From an optimization exercise on the open Yosys and OpenROAD flow, aimed at small area; shortcuts taken in it are not production practice. RTL that was checked went through simulation tests only; none was proved equivalent to the original. Power and IR drop assume default switching activity.

## motor_channel
module motor_channel
(
	input  wire                             fpga_clk_50,
	input  wire                             hps_fpga_reset_n,
	input  wire [1:0]                       enc,       
	input  wire                             cmd_req,
	input  wire [60:0]                      cmd,       
	output logic                            cmd_ack,
	output logic signed [32-1:0]   count,
	output logic signed [16-1:0]   speed,
	output logic [8-1:0]           duty,
	output logic                            fwd,
	output logic                            rev,
	output logic                            pwm
);
Size in the first run: roughly 780 cells after synthesis, ~270 flip-flops, about 130 I/O pins.
==> flow/config.mk <==
export PLATFORM = sky130hd
export DESIGN_NAME = motor_channel
export DESIGN_NICKNAME = motor_channel
export VERILOG_FILES = /design/flow/design.v
export SDC_FILE = /design/flow/constraint.sdc
export NUM_CORES = 4
export LEC_CHECK = 0
export CAP_MARGIN = 20
export CORE_MARGIN = 2
export CORE_UTILIZATION = 65
export PLACE_DENSITY = 0.8
export SLEW_MARGIN = 20
==> flow/constraint.sdc <==
create_clock -name core_clock -period 20.0 [get_ports {fpga_clk_50}]
set_input_delay 4.0000 -clock core_clock [delete_from_list [all_inputs] [get_ports {fpga_clk_50}]]
set_output_delay 4.0000 -clock core_clock [all_outputs]
set_load 0.01 [all_outputs]
standard.sh (not shown) runs the stock make flow with config.mk's settings and CLKGATE_MAP_FILE= SYNTH_SCRIPT=/design/flow/synth_recipe.tcl, a recipe that flattens the netlist after the stock synthesis.
==> flow/flow/run.sh <==
#!/bin/bash
# standard layout, with the port buffers made of the smallest buffer cell
export BUFFER_PORTS_ARGS="-buffer_cell sky130_fd_sc_hd__buf_1"
export CTS_ARGS="-sink_clustering_enable -repair_clock_nets -dont_use_dummy_load -buf_list sky130_fd_sc_hd__clkbuf_4 -sink_clustering_buffer sky130_fd_sc_hd__clkbuf_16 -sink_clustering_size 35 -sink_clustering_max_diameter 70"
bash standard.sh > standard.log 2>&1
Next try:
==> flow/flow/run.sh (replaced) <==
#!/bin/bash
# standard layout, with the port buffers made of the smallest buffer cell
export BUFFER_PORTS_ARGS="-buffer_cell sky130_fd_sc_hd__buf_1"
export CTS_ARGS="-sink_clustering_enable -repair_clock_nets -dont_use_dummy_load -buf_list sky130_fd_sc_hd__clkbuf_4 -sink_clustering_buffer sky130_fd_sc_hd__clkbuf_16 -sink_clustering_size 30 -sink_clustering_max_diameter 80"
bash standard.sh > standard.log 2>&1
The changed run completed with no timing, DRC or antenna violations.
Area after synthesis does not change.
Cell area barely changes.
Hold slack is better by 0.045 ns.
Total power drops by 1.3%.
Clock-buffer cell count drops by 1.
Clock power drops by about 4%.
Maximum frequency climbs by 0.51%.
Clock skew climbs by 0.0079 ns.
Worst setup slack is better by 0.070 ns.
Next try:
--- a/flow/config.mk
+++ b/flow/config.mk
@@ -10,2 +10,4 @@
-export CORE_UTILIZATION = 65
-export PLACE_DENSITY = 0.8
+export CORE_UTILIZATION = 40
+export CTS_BUF_LIST = sky130_fd_sc_hd__clkbuf_16
+export CTS_CLUSTER_DIAMETER = 80
+export CTS_CLUSTER_SIZE = 30
After rerunning: Power rises by 2.2%. Setup slack improves by 0.40 ns. Clock power rises by about 8%. Routed wire length rises by 0.98%. First-iteration DRC count falls by 25%. Flip-flop and latch count is unchanged.
Next try:
==> flow/flow/run.sh (replaced) <==
#!/bin/bash
# standard layout, with the port buffers made of the smallest buffer cell
export BUFFER_PORTS_ARGS="-buffer_cell sky130_fd_sc_hd__buf_1"
export CTS_ARGS="-sink_clustering_enable -repair_clock_nets -dont_use_dummy_load -buf_list sky130_fd_sc_hd__clkbuf_4 -sink_clustering_buffer sky130_fd_sc_hd__clkbuf_16 -sink_clustering_size 34 -sink_clustering_max_diameter 70"
bash standard.sh > standard.log 2>&1
--- a/flow/config.mk
+++ b/flow/config.mk
@@ -10,4 +10,2 @@
-export CORE_UTILIZATION = 40
-export CTS_BUF_LIST = sky130_fd_sc_hd__clkbuf_16
-export CTS_CLUSTER_DIAMETER = 80
-export CTS_CLUSTER_SIZE = 30
+export CORE_UTILIZATION = 75
+export PLACE_DENSITY = 0.85
Non-clock buffer count decreases by 2. Worst setup slack gets worse by 0.45 ns. Count of clock-buffer cells in the layout decreases by 1. First-iteration DRC count increases by 68%. Cell area decreases by 2.0%.

========
## run 1
Another version of the RTL of motor_channel (not shown whole).
Size: about 1200 cells after synthesis, roughly 270 flip-flops, about 130 I/O pins, roughly 0.012 mm^2 of cells after synthesis.
Settings: LEC_CHECK=0, CAP_MARGIN=20, CORE_MARGIN=2, CORE_UTILIZATION=40, CTS_BUF_LIST=sky130_fd_sc_hd__clkbuf_16, CTS_CLUSTER_DIAMETER=80, CTS_CLUSTER_SIZE=30, SLEW_MARGIN=20; clock period 20.0 ns.
==> flow/flow/run.sh <==
#!/bin/bash
# standard layout, with the port buffers made of the smallest buffer cell
cp standard.sh standard_copy.txt
export BUFFER_PORTS_ARGS="-buffer_cell sky130_fd_sc_hd__buf_1"
bash standard.sh > standard.log 2>&1
Modified inputs, run 2 compared to run 1
- CTS_BUF_LIST changed from sky130_fd_sc_hd__clkbuf_16 to sky130_fd_sc_hd__clkbuf_8
- CTS_CLUSTER_SIZE changed from 30 to 20
- CTS_CLUSTER_DIAMETER changed from 80 to 60
## What came out
The final layout from run 2, which completed every stage, passed the timing, DRC and antenna checks at the end of the flow. [compare] base=run 1 new=run 2: final setup violation count ~0 delta; endpoint arrival time on the critical path grew by 0.11 ns; met3 routed wirelength lower; first-pass GRT wire length went up by about 1.6%. Run 2 against run 1: cell area after layout rose 150 um^2; worst setup slack fell 0.033 ns.
Input-level comparison between run 3 and run 2:
- a change of CTS_CLUSTER_SIZE from 20 to 16
- a change of CTS_BUF_LIST from sky130_fd_sc_hd__clkbuf_8 to sky130_fd_sc_hd__clkbuf_4 sky130_fd_sc_hd__clkbuf_8
- a change of CTS_CLUSTER_DIAMETER from 60 to 50
==> run summary <==
Comparing run 3 with run 2, the global-route met1 utilization came out essentially unchanged.
The total number of vias was comparable across run 2 and run 3.
The final reports for run 3 and run 2 show actual slew at the worst max-slew pin lower in the former.
Run 3 against run 2: setup slack of the worst register-to-register path picked up an extra 0.03 ns; cell-internal power picked up an extra about 4.6%; fraction of power consumed by the clock network picked up an extra 0.7 points.
Count of different cell masters after synthesis essentially unchanged between run 2 and run 3.
Re area after synthesis: no difference whatsoever between run 2 and run 3.
Relative to run 2, the count of TritonRoute iterations in the first routing pass of run 3 is lower by 1.
Relative to run 2, detailed route wirelength on metal2 has decreased by 210 um in run 3.
No functional check of the RTL was part of any run of this note.

========
Another version of the RTL of motor_channel (not shown whole).
For scale: about 910 cells after synthesis, roughly 270 flip-flops, roughly 130 I/O pins.
Settings: LEC_CHECK=0, CAP_MARGIN=0, CORE_MARGIN=2, CORE_UTILIZATION=40, CTS_BUF_LIST=sky130_fd_sc_hd__clkbuf_16, CTS_CLUSTER_DIAMETER=80, CTS_CLUSTER_SIZE=30, SLEW_MARGIN=0; clock period 20.0 ns.
==> flow/flow/run.sh <==
#!/bin/bash
# standard layout, with the port buffers made of the smallest buffer cell
export BUFFER_PORTS_ARGS="-buffer_cell sky130_fd_sc_hd__buf_1"

bash standard.sh > standard.log 2>&1
The first run completed with no timing, DRC or antenna violations.
==> next run, changes <==
==> flow/flow/run.sh (replaced) <==
#!/bin/bash
# standard layout, with the port buffers made of the smallest buffer cell
export BUFFER_PORTS_ARGS="-buffer_cell sky130_fd_sc_hd__buf_1"
export CTS_ARGS="-sink_clustering_enable -repair_clock_nets -buf_list {sky130_fd_sc_hd__clkbuf_4 sky130_fd_sc_hd__clkbuf_8 sky130_fd_sc_hd__clkbuf_16} -sink_clustering_size 30 -sink_clustering_max_diameter 80 -dont_use_dummy_load"
bash standard.sh > standard.log 2>&1
- CAP_MARGIN: 0 -> 20
- SLEW_MARGIN: 0 -> 20
Effect:
- routed wire length stays flat
- flip-flop and latch count is unchanged
- critical path depth is unchanged

========
RTL: one of the versions met above, not the one the previous note started from.
For scale: roughly 1,200 cells after synthesis, roughly 270 flip-flops, ~0.012 sq mm of cells after synthesis.
## motor_channel
module motor_channel
(
	input  wire                             fpga_clk_50,
	input  wire                             hps_fpga_reset_n,
	input  wire [1:0]                       enc,       
	input  wire                             cmd_req,
	input  wire [60:0]                      cmd,       
	output logic                            cmd_ack,
	output logic signed [32-1:0]   count,
	output logic signed [16-1:0]   speed,
	output logic [8-1:0]           duty,
	output logic                            fwd,
	output logic                            rev,
	output logic                            pwm
);
export LEC_CHECK = 0
export CAP_MARGIN = 20
export CORE_MARGIN = 2
export CORE_UTILIZATION = 40
export CTS_BUF_LIST = sky130_fd_sc_hd__clkbuf_8
export CTS_CLUSTER_DIAMETER = 50
export CTS_CLUSTER_SIZE = 12
export SLEW_MARGIN = 20
create_clock -name core_clock -period 20.0 [get_ports {fpga_clk_50}]
==> flow/flow/run.sh <==
#!/bin/bash
# standard layout, with the port buffers made of the smallest buffer cell
cp standard.sh standard_copy.txt
export BUFFER_PORTS_ARGS="-buffer_cell sky130_fd_sc_hd__buf_1"
bash standard.sh > standard.log 2>&1
The baseline ran to the end with no violations.
Next try:
--- a/flow/config.mk
+++ b/flow/config.mk
@@ -11,3 +11,3 @@
-export CTS_BUF_LIST = sky130_fd_sc_hd__clkbuf_8
-export CTS_CLUSTER_DIAMETER = 50
-export CTS_CLUSTER_SIZE = 12
+export CTS_BUF_LIST = sky130_fd_sc_hd__clkbuf_16
+export CTS_CLUSTER_DIAMETER = 60
+export CTS_CLUSTER_SIZE = 16
=> Hold slack gains 0.0063 ns; non-clock buffer count does not change; sequential power hardly moves; routed wire length falls by about 0.8%; total power rises by 12%; via count falls by 0.80%; cell count falls by 0.53%; global-route usage falls by 0.17 points; synthesized cell count stays the same; maximum frequency falls by about 0.4%.
No functional check of the RTL was part of any run of this note.

========
## red
Another version of the RTL of motor_channel (not shown whole).
For scale: about 760 cells after synthesis, roughly 130 I/O pins, ~11000 µm² of cells after synthesis.
==> flow/config.mk <==
export PLATFORM = sky130hd
export DESIGN_NAME = motor_channel
export DESIGN_NICKNAME = motor_channel
export VERILOG_FILES = /design/flow/design.v
export SDC_FILE = /design/flow/constraint.sdc
export NUM_CORES = 4
export LEC_CHECK = 0
export CAP_MARGIN = 20
export CORE_MARGIN = 2
export CORE_UTILIZATION = 65
export PLACE_DENSITY = 0.8
export SLEW_MARGIN = 20
==> flow/constraint.sdc <==
create_clock -name core_clock -period 20.0 [get_ports {fpga_clk_50}]
set_input_delay 4.0000 -clock core_clock [delete_from_list [all_inputs] [get_ports {fpga_clk_50}]]
set_output_delay 4.0000 -clock core_clock [all_outputs]
set_load 0.01 [all_outputs]
==> flow/flow/run.sh <==
#!/bin/bash
# standard layout, with the port buffers made of the smallest buffer cell
export BUFFER_PORTS_ARGS="-buffer_cell sky130_fd_sc_hd__buf_1"
export CTS_ARGS="-sink_clustering_enable -repair_clock_nets -dont_use_dummy_load -buf_list sky130_fd_sc_hd__clkbuf_4 -sink_clustering_buffer sky130_fd_sc_hd__clkbuf_16 -sink_clustering_size 36 -sink_clustering_max_diameter 60"
bash standard.sh > standard.log 2>&1
Edits applied to the flow inputs when going from red to blue:
==> flow/flow/run.sh <==
#!/bin/bash
# standard layout, with the port buffers made of the smallest buffer cell
export BUFFER_PORTS_ARGS="-buffer_cell sky130_fd_sc_hd__buf_1"
export CTS_ARGS="-sink_clustering_enable -repair_clock_nets -dont_use_dummy_load -buf_list sky130_fd_sc_hd__clkbuf_4 -sink_clustering_buffer sky130_fd_sc_hd__clkbuf_16 -sink_clustering_size 30 -sink_clustering_max_diameter 80"
bash standard.sh > standard.log 2>&1
## What came out
Time the worst path needs with I/O delays and setup (higher): red. From red to blue, floorplan die width did not move at all. Route | blue vs red | wire shorter in blue. red has a lower final worst slack than blue. Register-to-register slack on blue is ahead of red. blue against red: global-route usage has decreased, relative area of non-clock buffer cells in the final design has remained practically unchanged, clock network power share has decreased, growth of design area from synthesis to finish has decreased, filler-free cell count of the finished design has remained practically unchanged.

[static timing again, ports no longer ideal]
The results above use ideal ports. As a check the final layouts listed here were re-extracted and re-timed, cells and wires unchanged. Step 1 sets driving cells, clkbuf_16 on the clock port and buf_2 on the other inputs (assumed; they add their load-dependent delay and slew). Step 2 also shifts input and output timing later by t, the mid clock arrival at the registers, as if the neighbouring blocks saw the same clock. Three values: ideal, step 1, step 2; two values: the first two.
| run | t (ns) | setup WS [ns] | worst data-port slew with drivers (ns) | pins driven straight from the clock port |
|---|---|---|---|---|
| the first run of note 1 | 0.660 | 6.022 / 6.022 / 6.022 | 0.04 | 1 |
| the second run of note 1 | 0.632 | 6.093 / 6.093 / 6.093 | 0.04 | 1 |
| the third run of note 1 | 0.681 | 6.489 / 6.489 / 6.489 | 0.05 | 1 |
| the fourth run of note 1 | 0.645 | 6.039 / 6.039 / 6.039 | 0.05 | 1 |
| run 1 | 0.534 | 13.608 / 13.608 / 13.608 | 0.05 | 1 |
| run 2 | 0.618 | 13.575 / 13.575 / 13.575 | 0.06 | 1 |
| run 3 | 0.613 | 13.603 / 13.603 / 13.603 | 0.06 | 1 |
| the first run of note 3 | 0.532 | 6.191 / 6.191 / 6.191 | 0.03 | 1 |
| the second run of note 3 | 0.519 | 6.197 / 6.197 / 6.197 | 0.03 | 1 |
| the first run of note 4 | 0.561 | 13.593 / 13.593 / 13.593 | 0.05 | 1 |
| the second run of note 4 | 0.585 | 13.567 / 13.567 / 13.567 | 0.06 | 1 |
| red | 0.668 | 6.357 / 6.357 / 6.357 | 0.04 | 1 |
| blue | 0.652 | 6.475 / 6.475 / 6.475 | 0.04 | 1 |
After both steps every run listed still meets setup and hold.
